What follows belongs to an exercise in optimizing a design on an open flow for small area and a short achievable clock period; a production flow would make more cautious choices.
Only simulation tests tie the RTL to the original design; equivalence was not proved.
Power and IR drop assume default switching activity.

==> wip/ember <==
==> flow/design.v <==
package psram_pkg;
    typedef enum logic [1:0] {
        ST_IDLE  = 2'd0,
        ST_LAT   = 2'd1,
        ST_WRITE = 2'd2,
        ST_READ  = 2'd3
    } psram_state_e;
    localparam int PSRAM_ADR_W = 23;
    localparam int PSRAM_DAT_W = 16;
    localparam int PSRAM_LATENCY_MIN = 2;
    localparam int PSRAM_LATENCY_MAX = 7;
endpackage
module psram_resp_mem
#(
    parameter int ADR_W  = 8,
    parameter int GROUPS = 16,
    parameter int LINES  = 4
) (
    input  logic                   clk_i,
    input  logic                   i_par,
    input  logic                   i_we,
    input  logic [(1<<(ADR_W-ADR_W/2))-1:0] i_hi_n,
    input  logic [LINES-1:0][(1<<(ADR_W/2))-1:0]  i_gl_n,
    input  logic [psram_pkg::PSRAM_DAT_W-1:0] i_wx,
    output logic [psram_pkg::PSRAM_DAT_W-1:0] o_rdat
);
    localparam int LO_N  = 1 << (ADR_W / 2);
    localparam int HI_N  = 1 << (ADR_W - ADR_W / 2);
    localparam int WORDS = 1 << ADR_W;
    localparam int GW    = WORDS / GROUPS;
    localparam int LW    = WORDS / LINES;
    localparam int DW    = psram_pkg::PSRAM_DAT_W;
    logic [WORDS-1:0][DW-1:0]  r_mem;
    logic [GROUPS-1:0][DW-1:0] r_grp;
    logic [WORDS-1:0]          w_we;
    logic [HI_N-1:0]           w_hi_we_n;
    logic [WORDS-1:0]          w_sel_n;
    logic [WORDS-1:0][DW-1:0]  w_hit;
    logic [GROUPS-1:0][DW-1:0] w_grp;
    logic [DW-1:0]             w_and;
    assign w_hi_we_n = i_hi_n | ~{HI_N{i_we}};
    for (genvar w = 0; w < WORDS; w++) begin : g_word
        assign w_we[w]    = ~(w_hi_we_n[w / LO_N] | i_gl_n[w / LW][w % LO_N]);
        assign w_sel_n[w] = i_hi_n[w / LO_N] | i_gl_n[w / LW][w % LO_N];
        assign w_hit[w]   = r_mem[w] | {DW{w_sel_n[w]}};
        always_ff @(posedge clk_i) begin
            r_mem[w] <= ~(({DW{w_we[w]}} | r_mem[w]) & ({DW{w_sel_n[w]}} | i_wx));
        end
    end
    always_comb begin
        for (int g = 0; g < GROUPS; g++) begin
            w_grp[g] = '1;
            for (int w = g * GW; w < (g + 1) * GW; w++) begin
                w_grp[g] = w_grp[g] & w_hit[w];
            end
        end
    end
    always_ff @(posedge clk_i) begin
        r_grp <= w_grp;
    end
    always_comb begin
        w_and = '1;
        for (int g = 0; g < GROUPS; g++) begin
            w_and = w_and & r_grp[g];
        end
    end
    assign o_rdat = w_and ^ ~{DW{i_par}};
endmodule
module psram_burst_responder
#(
    parameter int ADR_W   = 8,
    parameter int LATENCY = 3
) (
    input  logic                   clk_i,
    input  logic                   rst_i,
    input  logic [psram_pkg::PSRAM_ADR_W-1:0] psram_adr,
    input  logic [psram_pkg::PSRAM_DAT_W-1:0] psram_dat_i,
    output logic [psram_pkg::PSRAM_DAT_W-1:0] psram_dat_o,
    output logic                   psram_dat_oe,
    output logic                   psram_wait,
    input  logic                   psram_ce_n,
    input  logic                   psram_adv_n,
    input  logic                   psram_we_n,
    input  logic                   psram_oe_n
);
    localparam int LO_W = ADR_W / 2;
    localparam int HI_W = ADR_W - LO_W;
    localparam int LO_N = 1 << LO_W;
    localparam int HI_N = 1 << HI_W;
    localparam int GROUPS = 16;              
    localparam int LINES  = 4;               
    localparam int GROWS  = HI_N / LINES;
    localparam logic [2:0] CNT_LOAD = 3'(LATENCY - 2);
    psram_pkg::psram_state_e           r_state;
    logic [2:0]             r_cnt;
    logic                   r_wr;
    logic [HI_N-1:0]        r_hi_n;
    logic [LO_N-1:0]        r_lo_n;
    logic [LINES-1:0][LO_N-1:0] r_gl_n;
    logic                   r_par;
    logic                   r_wen;
    logic [psram_pkg::PSRAM_DAT_W-1:0] r_wx;
    logic [psram_pkg::PSRAM_DAT_W-1:0] r_dat_o;
    logic                   r_dat_oe;
    logic                   r_wait;
    logic                   w_data_edge;
    logic                   w_load;
    logic                   w_inc;
    logic                   w_mem_we;
    logic [HI_N-1:0]        w_hi_nx;
    logic [LO_N-1:0]        w_lo_nx;
    logic [HI_N-1:0]        w_adr_hi;
    logic [LO_N-1:0]        w_adr_lo;
    logic [psram_pkg::PSRAM_DAT_W-1:0] w_rdat;
    logic                   w_adr_unused;
    assign w_adr_unused = ^psram_adr[psram_pkg::PSRAM_ADR_W-1:ADR_W];
    assign w_data_edge = ~psram_ce_n & psram_adv_n;
    assign w_load      = ~psram_ce_n & ~psram_adv_n;
    assign w_mem_we    = ~rst_i & w_data_edge & (r_state == psram_pkg::ST_WRITE);
    assign w_inc       = r_wen |
                         (w_data_edge &
                          ((r_state == psram_pkg::ST_READ) |
                           ((r_state == psram_pkg::ST_LAT) & (r_cnt <= 3'd1) & ~r_wr)));
    for (genvar i = 0; i < HI_N; i++) begin : g_adr_hi
        assign w_adr_hi[i] = (psram_adr[ADR_W-1:LO_W] == HI_W'(i));
    end
    for (genvar i = 0; i < LO_N; i++) begin : g_adr_lo
        assign w_adr_lo[i] = (psram_adr[LO_W-1:0] == LO_W'(i));
    end
    always_comb begin
        if (rst_i) begin
            w_hi_nx = ~HI_N'(1);
            w_lo_nx = ~LO_N'(1);
        end else if (w_load) begin
            w_hi_nx = ~w_adr_hi;
            w_lo_nx = ~w_adr_lo;
        end else if (w_inc) begin
            w_lo_nx = {r_lo_n[LO_N-2:0], r_lo_n[LO_N-1]};
            w_hi_nx = r_lo_n[LO_N-1] ? r_hi_n : {r_hi_n[HI_N-2:0], r_hi_n[HI_N-1]};
        end else begin
            w_hi_nx = r_hi_n;
            w_lo_nx = r_lo_n;
        end
    end
    psram_resp_mem #(
        .ADR_W  (ADR_W),
        .GROUPS (GROUPS),
        .LINES  (LINES)
    ) u_mem (
        .clk_i  (clk_i),
        .i_par  (r_par),
        .i_we   (r_wen),
        .i_hi_n (r_hi_n),
        .i_gl_n (r_gl_n),
        .i_wx   (r_wx),
        .o_rdat (w_rdat)
    );
    always_ff @(posedge clk_i) begin
        r_par <= ~r_par;
    end
    always_ff @(posedge clk_i) begin
        r_wen <= w_mem_we;
        r_wx  <= w_mem_we ? (psram_dat_i ^ ~{psram_pkg::PSRAM_DAT_W{r_par}})
                          : '1;
    end
    always_ff @(posedge clk_i) begin
        r_hi_n <= w_hi_nx;
        r_lo_n <= w_lo_nx;
        for (int g = 0; g < LINES; g++) begin
            r_gl_n[g] <= w_lo_nx | {LO_N{&w_hi_nx[g*GROWS +: GROWS]}};
        end
        r_dat_o <= w_rdat;
    end
    always_ff @(posedge clk_i) begin
        if (rst_i) begin
            r_state  <= psram_pkg::ST_IDLE;
            r_cnt    <= '0;
            r_wr     <= 1'b0;
            r_dat_oe <= 1'b0;
            r_wait   <= 1'b0;
        end else if (psram_ce_n) begin
            r_state  <= psram_pkg::ST_IDLE;
            r_wait   <= 1'b0;
            r_dat_oe <= 1'b0;
        end else if (!psram_adv_n) begin
            r_state  <= psram_pkg::ST_LAT;
            r_wr     <= ~psram_we_n;
            r_cnt    <= CNT_LOAD;
            r_wait   <= 1'b1;
            r_dat_oe <= 1'b0;
        end else begin
            unique case (r_state)
                psram_pkg::ST_IDLE: begin
                end
                psram_pkg::ST_LAT: begin
                    if (r_cnt != 3'd0) begin
                        r_cnt <= r_cnt - 3'd1;
                    end else if (r_wr) begin
                        r_state <= psram_pkg::ST_WRITE;
                        r_wait  <= 1'b0;
                    end else begin
                        r_state  <= psram_pkg::ST_READ;
                        r_wait   <= 1'b0;
                        r_dat_oe <= ~psram_oe_n;
                    end
                end
                psram_pkg::ST_WRITE: begin
                end
                psram_pkg::ST_READ: begin
                    r_dat_oe <= ~psram_oe_n;
                end
                default: begin
                    r_state <= psram_pkg::ST_IDLE;
                end
            endcase
        end
    end
    assign psram_dat_o  = r_dat_o;
    assign psram_dat_oe = r_dat_oe;
    assign psram_wait   = r_wait;
endmodule
==> flow/run.sh <==
#!/bin/bash
# synth_recipe.tcl (not shown) runs the flow's synth.tcl, then flattens the netlist and writes it again
# the make line also repeats each setting of config.mk as NAME=value (left out here)
make -C /OpenROAD-flow-scripts/flow DESIGN_CONFIG=/design/flow/config.mk WORK_HOME=/design/flow/orfs CLKGATE_MAP_FILE= SYNTH_SCRIPT=/design/flow/synth_recipe.tcl finish
==> flow/config.mk <==
export PLATFORM = sky130hd
export DESIGN_NAME = psram_burst_responder
export DESIGN_NICKNAME = psram_burst_responder
export VERILOG_FILES = /design/flow/design.v
export SDC_FILE = /design/flow/constraint.sdc
export NUM_CORES = 4
export LEC_CHECK = 0
export CAP_MARGIN = 30
export CORE_MARGIN = 2
export CORE_UTILIZATION = 70
export CTS_CLUSTER_DIAMETER = 60
export CTS_CLUSTER_SIZE = 20
export SETUP_SLACK_MARGIN = 2.6
export SLEW_MARGIN = 30
export SYNTH_MEMORY_MAX_BITS = 8192
==> flow/constraint.sdc <==
create_clock -name core_clock -period 5.0 [get_ports {clk_i}]
set_input_delay 1.0000 -clock core_clock [delete_from_list [all_inputs] [get_ports {clk_i}]]
set_output_delay 1.0000 -clock core_clock [all_outputs]
set_load 0.01 [all_outputs]
==> wip/yarrow (differences from wip/ember) <==
==> flow/design.v, changed modules only <==
module psram_resp_mem
#(
    parameter int ADR_W  = 8,
    parameter int GROUPS = 8,
    parameter int LINES  = 4
) (
    input  logic                   clk_i,
    input  logic                   i_par,
    input  logic                   i_we,
    input  logic [(1<<(ADR_W-ADR_W/2))-1:0] i_hi_n,
    input  logic [LINES-1:0][(1<<(ADR_W/2))-1:0]  i_gl_n,
    input  logic [psram_pkg::PSRAM_DAT_W-1:0] i_wdat,
    output logic [psram_pkg::PSRAM_DAT_W-1:0] o_rdat
);
    localparam int LO_N  = 1 << (ADR_W / 2);
    localparam int HI_N  = 1 << (ADR_W - ADR_W / 2);
    localparam int WORDS = 1 << ADR_W;
    localparam int GW    = WORDS / GROUPS;
    localparam int LW    = WORDS / LINES;
    localparam int DW    = psram_pkg::PSRAM_DAT_W;
    logic [WORDS-1:0][DW-1:0]  r_mem;
    logic [GROUPS-1:0][DW-1:0] r_grp;
    logic [WORDS-1:0]          w_we;
    logic [HI_N-1:0]           w_hi_we_n;
    logic [WORDS-1:0]          w_sel_n;
    logic [DW-1:0]             w_x;
    logic [WORDS-1:0][DW-1:0]  w_hit;
    logic [GROUPS-1:0][DW-1:0] w_grp;
    logic [DW-1:0]             w_and;
    assign w_x = ~{DW{i_we}} | (i_wdat ^ {DW{i_par}});
    assign w_hi_we_n = i_hi_n | ~{HI_N{i_we}};
    for (genvar w = 0; w < WORDS; w++) begin : g_word
        assign w_we[w]    = ~(w_hi_we_n[w / LO_N] | i_gl_n[w / LW][w % LO_N]);
        assign w_sel_n[w] = i_hi_n[w / LO_N] | i_gl_n[w / LW][w % LO_N];
        assign w_hit[w]   = r_mem[w] | {DW{w_sel_n[w]}};
        always_ff @(posedge clk_i) begin
            r_mem[w] <= ~(({DW{w_we[w]}} | r_mem[w]) & ({DW{w_sel_n[w]}} | w_x));
        end
    end
    always_comb begin
        for (int g = 0; g < GROUPS; g++) begin
            w_grp[g] = '1;
            for (int w = g * GW; w < (g + 1) * GW; w++) begin
                w_grp[g] = w_grp[g] & w_hit[w];
            end
        end
    end
    always_ff @(posedge clk_i) begin
        r_grp <= w_grp;
    end
    always_comb begin
        w_and = '1;
        for (int g = 0; g < GROUPS; g++) begin
            w_and = w_and & r_grp[g];
        end
    end
    assign o_rdat = w_and ^ ~{DW{i_par}};
endmodule
module psram_burst_responder
#(
    parameter int ADR_W   = 8,
    parameter int LATENCY = 3
) (
    input  logic                   clk_i,
    input  logic                   rst_i,
    input  logic [psram_pkg::PSRAM_ADR_W-1:0] psram_adr,
    input  logic [psram_pkg::PSRAM_DAT_W-1:0] psram_dat_i,
    output logic [psram_pkg::PSRAM_DAT_W-1:0] psram_dat_o,
    output logic                   psram_dat_oe,
    output logic                   psram_wait,
    input  logic                   psram_ce_n,
    input  logic                   psram_adv_n,
    input  logic                   psram_we_n,
    input  logic                   psram_oe_n
);
    localparam int LO_W = ADR_W / 2;
    localparam int HI_W = ADR_W - LO_W;
    localparam int LO_N = 1 << LO_W;
    localparam int HI_N = 1 << HI_W;
    localparam int GROUPS = 8;               
    localparam int LINES  = 4;               
    localparam int GROWS  = HI_N / LINES;
    localparam logic [2:0] CNT_LOAD = 3'(LATENCY - 2);
    psram_pkg::psram_state_e           r_state;
    logic [2:0]             r_cnt;
    logic                   r_wr;
    logic [HI_N-1:0]        r_hi_n;
    logic [LO_N-1:0]        r_lo_n;
    logic [LINES-1:0][LO_N-1:0] r_gl_n;
    logic                   r_par;
    logic [psram_pkg::PSRAM_DAT_W-1:0] r_dat_o;
    logic                   r_dat_oe;
    logic                   r_wait;
    logic                   w_data_edge;
    logic                   w_load;
    logic                   w_inc;
    logic                   w_mem_we;
    logic [HI_N-1:0]        w_hi_nx;
    logic [LO_N-1:0]        w_lo_nx;
    logic [HI_N-1:0]        w_adr_hi;
    logic [LO_N-1:0]        w_adr_lo;
    logic [psram_pkg::PSRAM_DAT_W-1:0] w_rdat;
    logic                   w_adr_unused;
    assign w_adr_unused = ^psram_adr[psram_pkg::PSRAM_ADR_W-1:ADR_W];
    assign w_data_edge = ~psram_ce_n & psram_adv_n;
    assign w_load      = ~psram_ce_n & ~psram_adv_n;
    assign w_mem_we    = ~rst_i & w_data_edge & (r_state == psram_pkg::ST_WRITE);
    assign w_inc       = w_data_edge &
                         ((r_state == psram_pkg::ST_READ) | (r_state == psram_pkg::ST_WRITE) |
                          ((r_state == psram_pkg::ST_LAT) & (r_cnt <= 3'd1) & ~r_wr));
    for (genvar i = 0; i < HI_N; i++) begin : g_adr_hi
        assign w_adr_hi[i] = (psram_adr[ADR_W-1:LO_W] == HI_W'(i));
    end
    for (genvar i = 0; i < LO_N; i++) begin : g_adr_lo
        assign w_adr_lo[i] = (psram_adr[LO_W-1:0] == LO_W'(i));
    end
    always_comb begin
        if (rst_i) begin
            w_hi_nx = ~HI_N'(1);
            w_lo_nx = ~LO_N'(1);
        end else if (w_load) begin
            w_hi_nx = ~w_adr_hi;
            w_lo_nx = ~w_adr_lo;
        end else if (w_inc) begin
            w_lo_nx = {r_lo_n[LO_N-2:0], r_lo_n[LO_N-1]};
            w_hi_nx = r_lo_n[LO_N-1] ? r_hi_n : {r_hi_n[HI_N-2:0], r_hi_n[HI_N-1]};
        end else begin
            w_hi_nx = r_hi_n;
            w_lo_nx = r_lo_n;
        end
    end
    psram_resp_mem #(
        .ADR_W  (ADR_W),
        .GROUPS (GROUPS),
        .LINES  (LINES)
    ) u_mem (
        .clk_i  (clk_i),
        .i_par  (r_par),
        .i_we   (w_mem_we),
        .i_hi_n (r_hi_n),
        .i_gl_n (r_gl_n),
        .i_wdat (psram_dat_i),
        .o_rdat (w_rdat)
    );
    always_ff @(posedge clk_i) begin
        r_par <= ~r_par;
    end
    always_ff @(posedge clk_i) begin
        r_hi_n <= w_hi_nx;
        r_lo_n <= w_lo_nx;
        for (int g = 0; g < LINES; g++) begin
            r_gl_n[g] <= w_lo_nx | {LO_N{&w_hi_nx[g*GROWS +: GROWS]}};
        end
        r_dat_o <= w_rdat;
    end
    always_ff @(posedge clk_i) begin
        if (rst_i) begin
            r_state  <= psram_pkg::ST_IDLE;
            r_cnt    <= '0;
            r_wr     <= 1'b0;
            r_dat_oe <= 1'b0;
            r_wait   <= 1'b0;
        end else if (psram_ce_n) begin
            r_state  <= psram_pkg::ST_IDLE;
            r_wait   <= 1'b0;
            r_dat_oe <= 1'b0;
        end else if (!psram_adv_n) begin
            r_state  <= psram_pkg::ST_LAT;
            r_wr     <= ~psram_we_n;
            r_cnt    <= CNT_LOAD;
            r_wait   <= 1'b1;
            r_dat_oe <= 1'b0;
        end else begin
            unique case (r_state)
                psram_pkg::ST_IDLE: begin
                end
                psram_pkg::ST_LAT: begin
                    if (r_cnt != 3'd0) begin
                        r_cnt <= r_cnt - 3'd1;
                    end else if (r_wr) begin
                        r_state <= psram_pkg::ST_WRITE;
                        r_wait  <= 1'b0;
                    end else begin
                        r_state  <= psram_pkg::ST_READ;
                        r_wait   <= 1'b0;
                        r_dat_oe <= ~psram_oe_n;
                    end
                end
                psram_pkg::ST_WRITE: begin
                end
                psram_pkg::ST_READ: begin
                    r_dat_oe <= ~psram_oe_n;
                end
                default: begin
                    r_state <= psram_pkg::ST_IDLE;
                end
            endcase
        end
    end
    assign psram_dat_o  = r_dat_o;
    assign psram_dat_oe = r_dat_oe;
    assign psram_wait   = r_wait;
endmodule
CORE_UTILIZATION = 50   (was 70)
SETUP_SLACK_MARGIN = 1.2   (was 2.6)
==> wip/zinc (differences from wip/ember) <==
==> flow/design.v, changed modules only <==
module psram_resp_mem
#(
    parameter int ADR_W = 8
) (
    input  logic                   clk_i,
    input  logic                   i_par,
    input  logic                   i_we,
    input  logic                   i_we_n,
    input  logic [(1<<(ADR_W-ADR_W/2))-1:0] i_hi,
    input  logic [(1<<(ADR_W-ADR_W/2))-1:0] i_hi_n,
    input  logic [(1<<(ADR_W/2))-1:0]       i_lo,
    input  logic [(1<<(ADR_W/2))-1:0]       i_lo_n,
    input  logic [psram_pkg::PSRAM_DAT_W-1:0] i_wdat,
    output logic [psram_pkg::PSRAM_DAT_W-1:0] o_rdat
);
    localparam int LO_N  = 1 << (ADR_W / 2);
    localparam int HI_N  = 1 << (ADR_W - ADR_W / 2);
    localparam int WORDS = 1 << ADR_W;
    localparam int DW    = psram_pkg::PSRAM_DAT_W;
    logic [WORDS-1:0][DW-1:0] r_mem;
    logic [WORDS-1:0]         w_sel;
    logic [WORDS-1:0]         w_we;
    logic [WORDS-1:0]         w_we_n;
    logic [DW-1:0]            w_x;
    logic [WORDS-1:0][DW-1:0] w_hit;
    logic [DW-1:0]            w_or;
    assign w_x = i_wdat ^ {DW{i_par}};
    for (genvar w = 0; w < WORDS; w++) begin : g_word
        assign w_sel[w]  = i_hi[w / LO_N] & i_lo[w % LO_N];
        assign w_we[w]   = i_we & w_sel[w];
        assign w_we_n[w] = i_we_n | i_hi_n[w / LO_N] | i_lo_n[w % LO_N];
        assign w_hit[w]  = r_mem[w] & {DW{w_sel[w]}};
        always_ff @(posedge clk_i) begin
            r_mem[w] <= ~(({DW{w_we[w]}} | r_mem[w]) & ({DW{w_we_n[w]}} | w_x));
        end
    end
    always_comb begin
        w_or = '0;
        for (int w = 0; w < WORDS; w++) begin
            w_or = w_or | w_hit[w];
        end
    end
    assign o_rdat = w_or ^ {DW{i_par}};
endmodule
module psram_burst_responder
#(
    parameter int ADR_W   = 8,
    parameter int LATENCY = 3
) (
    input  logic                   clk_i,
    input  logic                   rst_i,
    input  logic [psram_pkg::PSRAM_ADR_W-1:0] psram_adr,
    input  logic [psram_pkg::PSRAM_DAT_W-1:0] psram_dat_i,
    output logic [psram_pkg::PSRAM_DAT_W-1:0] psram_dat_o,
    output logic                   psram_dat_oe,
    output logic                   psram_wait,
    input  logic                   psram_ce_n,
    input  logic                   psram_adv_n,
    input  logic                   psram_we_n,
    input  logic                   psram_oe_n
);
    localparam int LO_W = ADR_W / 2;
    localparam int HI_W = ADR_W - LO_W;
    localparam int LO_N = 1 << LO_W;
    localparam int HI_N = 1 << HI_W;
    localparam logic [2:0] CNT_LOAD = 3'(LATENCY - 2);
    psram_pkg::psram_state_e           r_state;
    logic [2:0]             r_cnt;
    logic                   r_wr;
    logic [HI_N-1:0]        r_hi, r_hi_n;
    logic [LO_N-1:0]        r_lo, r_lo_n;
    logic                   r_par;
    logic [psram_pkg::PSRAM_DAT_W-1:0] r_dat_o;
    logic                   r_dat_oe;
    logic                   r_wait;
    logic                   w_data_edge;
    logic                   w_load;
    logic                   w_inc;
    logic                   w_to_read;
    logic                   w_mem_we;
    logic [HI_N-1:0]        w_hi_nx;
    logic [LO_N-1:0]        w_lo_nx;
    logic [HI_N-1:0]        w_adr_hi;
    logic [LO_N-1:0]        w_adr_lo;
    logic [psram_pkg::PSRAM_DAT_W-1:0] w_rdat;
    logic                   w_adr_unused;
    assign w_adr_unused = ^psram_adr[psram_pkg::PSRAM_ADR_W-1:ADR_W];
    assign w_data_edge = ~psram_ce_n & psram_adv_n;
    assign w_load      = ~psram_ce_n & ~psram_adv_n;
    assign w_mem_we    = ~rst_i & w_data_edge & (r_state == psram_pkg::ST_WRITE);
    assign w_to_read   = w_data_edge &
                         ((r_state == psram_pkg::ST_READ) |
                          ((r_state == psram_pkg::ST_LAT) & (r_cnt == 3'd0) & ~r_wr));
    assign w_inc       = w_data_edge &
                         ((r_state == psram_pkg::ST_READ) | (r_state == psram_pkg::ST_WRITE) |
                          ((r_state == psram_pkg::ST_LAT) & (r_cnt == 3'd0) & ~r_wr));
    for (genvar i = 0; i < HI_N; i++) begin : g_adr_hi
        assign w_adr_hi[i] = (psram_adr[ADR_W-1:LO_W] == HI_W'(i));
    end
    for (genvar i = 0; i < LO_N; i++) begin : g_adr_lo
        assign w_adr_lo[i] = (psram_adr[LO_W-1:0] == LO_W'(i));
    end
    always_comb begin
        if (rst_i) begin
            w_hi_nx = HI_N'(1);
            w_lo_nx = LO_N'(1);
        end else if (w_load) begin
            w_hi_nx = w_adr_hi;
            w_lo_nx = w_adr_lo;
        end else if (w_inc) begin
            w_lo_nx = {r_lo[LO_N-2:0], r_lo[LO_N-1]};
            w_hi_nx = r_lo[LO_N-1] ? {r_hi[HI_N-2:0], r_hi[HI_N-1]} : r_hi;
        end else begin
            w_hi_nx = r_hi;
            w_lo_nx = r_lo;
        end
    end
    psram_resp_mem #(
        .ADR_W (ADR_W)
    ) u_mem (
        .clk_i  (clk_i),
        .i_par  (r_par),
        .i_we   (w_mem_we),
        .i_we_n (~w_mem_we),
        .i_hi   (r_hi),
        .i_hi_n (r_hi_n),
        .i_lo   (r_lo),
        .i_lo_n (r_lo_n),
        .i_wdat (psram_dat_i),
        .o_rdat (w_rdat)
    );
    always_ff @(posedge clk_i) begin
        r_par <= ~r_par;
    end
    always_ff @(posedge clk_i) begin
        r_hi   <= w_hi_nx;
        r_lo   <= w_lo_nx;
        r_hi_n <= ~w_hi_nx;
        r_lo_n <= ~w_lo_nx;
        r_dat_o <= w_rdat;
    end
    always_ff @(posedge clk_i) begin
        if (rst_i) begin
            r_state  <= psram_pkg::ST_IDLE;
            r_cnt    <= '0;
            r_wr     <= 1'b0;
            r_dat_oe <= 1'b0;
            r_wait   <= 1'b0;
        end else if (psram_ce_n) begin
            r_state  <= psram_pkg::ST_IDLE;
            r_wait   <= 1'b0;
            r_dat_oe <= 1'b0;
        end else if (!psram_adv_n) begin
            r_state  <= psram_pkg::ST_LAT;
            r_wr     <= ~psram_we_n;
            r_cnt    <= CNT_LOAD;
            r_wait   <= 1'b1;
            r_dat_oe <= 1'b0;
        end else begin
            unique case (r_state)
                psram_pkg::ST_IDLE: begin
                end
                psram_pkg::ST_LAT: begin
                    if (r_cnt != 3'd0) begin
                        r_cnt <= r_cnt - 3'd1;
                    end else if (r_wr) begin
                        r_state <= psram_pkg::ST_WRITE;
                        r_wait  <= 1'b0;
                    end else begin
                        r_state  <= psram_pkg::ST_READ;
                        r_wait   <= 1'b0;
                        r_dat_oe <= ~psram_oe_n;
                    end
                end
                psram_pkg::ST_WRITE: begin
                end
                psram_pkg::ST_READ: begin
                    r_dat_oe <= ~psram_oe_n;
                end
                default: begin
                    r_state <= psram_pkg::ST_IDLE;
                end
            endcase
        end
    end
    assign psram_dat_o  = r_dat_o;
    assign psram_dat_oe = r_dat_oe;
    assign psram_wait   = r_wait;
endmodule
CAP_MARGIN = 20   (was 30)
CORE_UTILIZATION = 50   (was 70)
CTS_CLUSTER_DIAMETER = default   (was 60)
CTS_CLUSTER_SIZE = default   (was 20)
SETUP_SLACK_MARGIN = default   (was 2.6)
SLEW_MARGIN = 20   (was 30)
==> summary of the runs <==
- Between wip/yarrow and wip/ember, the lower design area is in wip/ember (gap about 0.64%, measured against wip/ember).
- The lowest clock power belongs to wip/ember, the highest to wip/zinc.
- The highest cell count belongs to wip/zinc, the lowest to wip/ember.
- Between wip/zinc and wip/yarrow, the lower wire length is in wip/yarrow (gap 9.8%, measured against wip/yarrow).
- The highest worst setup slack belongs to wip/ember, the lowest to wip/zinc.
- The lowest core utilization belongs to wip/yarrow, the highest to wip/ember.
- First-iteration DRC count: wip/ember is higher than wip/yarrow (about 13%).
- Non-clock buffer count: wip/zinc < wip/ember < wip/yarrow.
- Clock-buffer cell count: wip/zinc > wip/yarrow > wip/ember.

## static timing again, ports no longer ideal
The flow's constraints put no driver on any port. The routed layouts listed below were extracted and timed again, unchanged, in two steps. Step 1, drivers: a clkbuf_16 drives clk_i and a buf_2 each remaining input, both assumed. Step 2, shift: input delay + t, output delay - t, t = (earliest + latest rising clock arrival at the registers) / 2. This alone moves slack from input paths to output paths. Three values: ideal ports, drivers, drivers and shift; two values: the first two.
| run | t, ns | slack for setup (ns) | hold slack, ns | clock arrival spread, ns | pins driven straight from the clock port |
|---|---|---|---|---|---|
| wip/ember | 1.052 | 2.424 / 2.413 / 1.502 | 0.436 / 0.436 / 0.436 | 0.037 / 0.036 | 1 |
| wip/yarrow | 1.038 | 1.007 / 1.007 / 0.692 | 0.431 / 0.431 / 0.431 | 0.051 / 0.052 | 1 |
| wip/zinc | 1.085 | 0.284 / 0.284 / 0.284 | 0.427 / 0.427 / 0.427 | 0.058 / 0.058 | 1 |
After both steps every run listed still meets setup and hold. For wip/ember, which loses most, drivers alone change the setup slack by -0.011 ns; drivers and shift together by -0.922 ns.
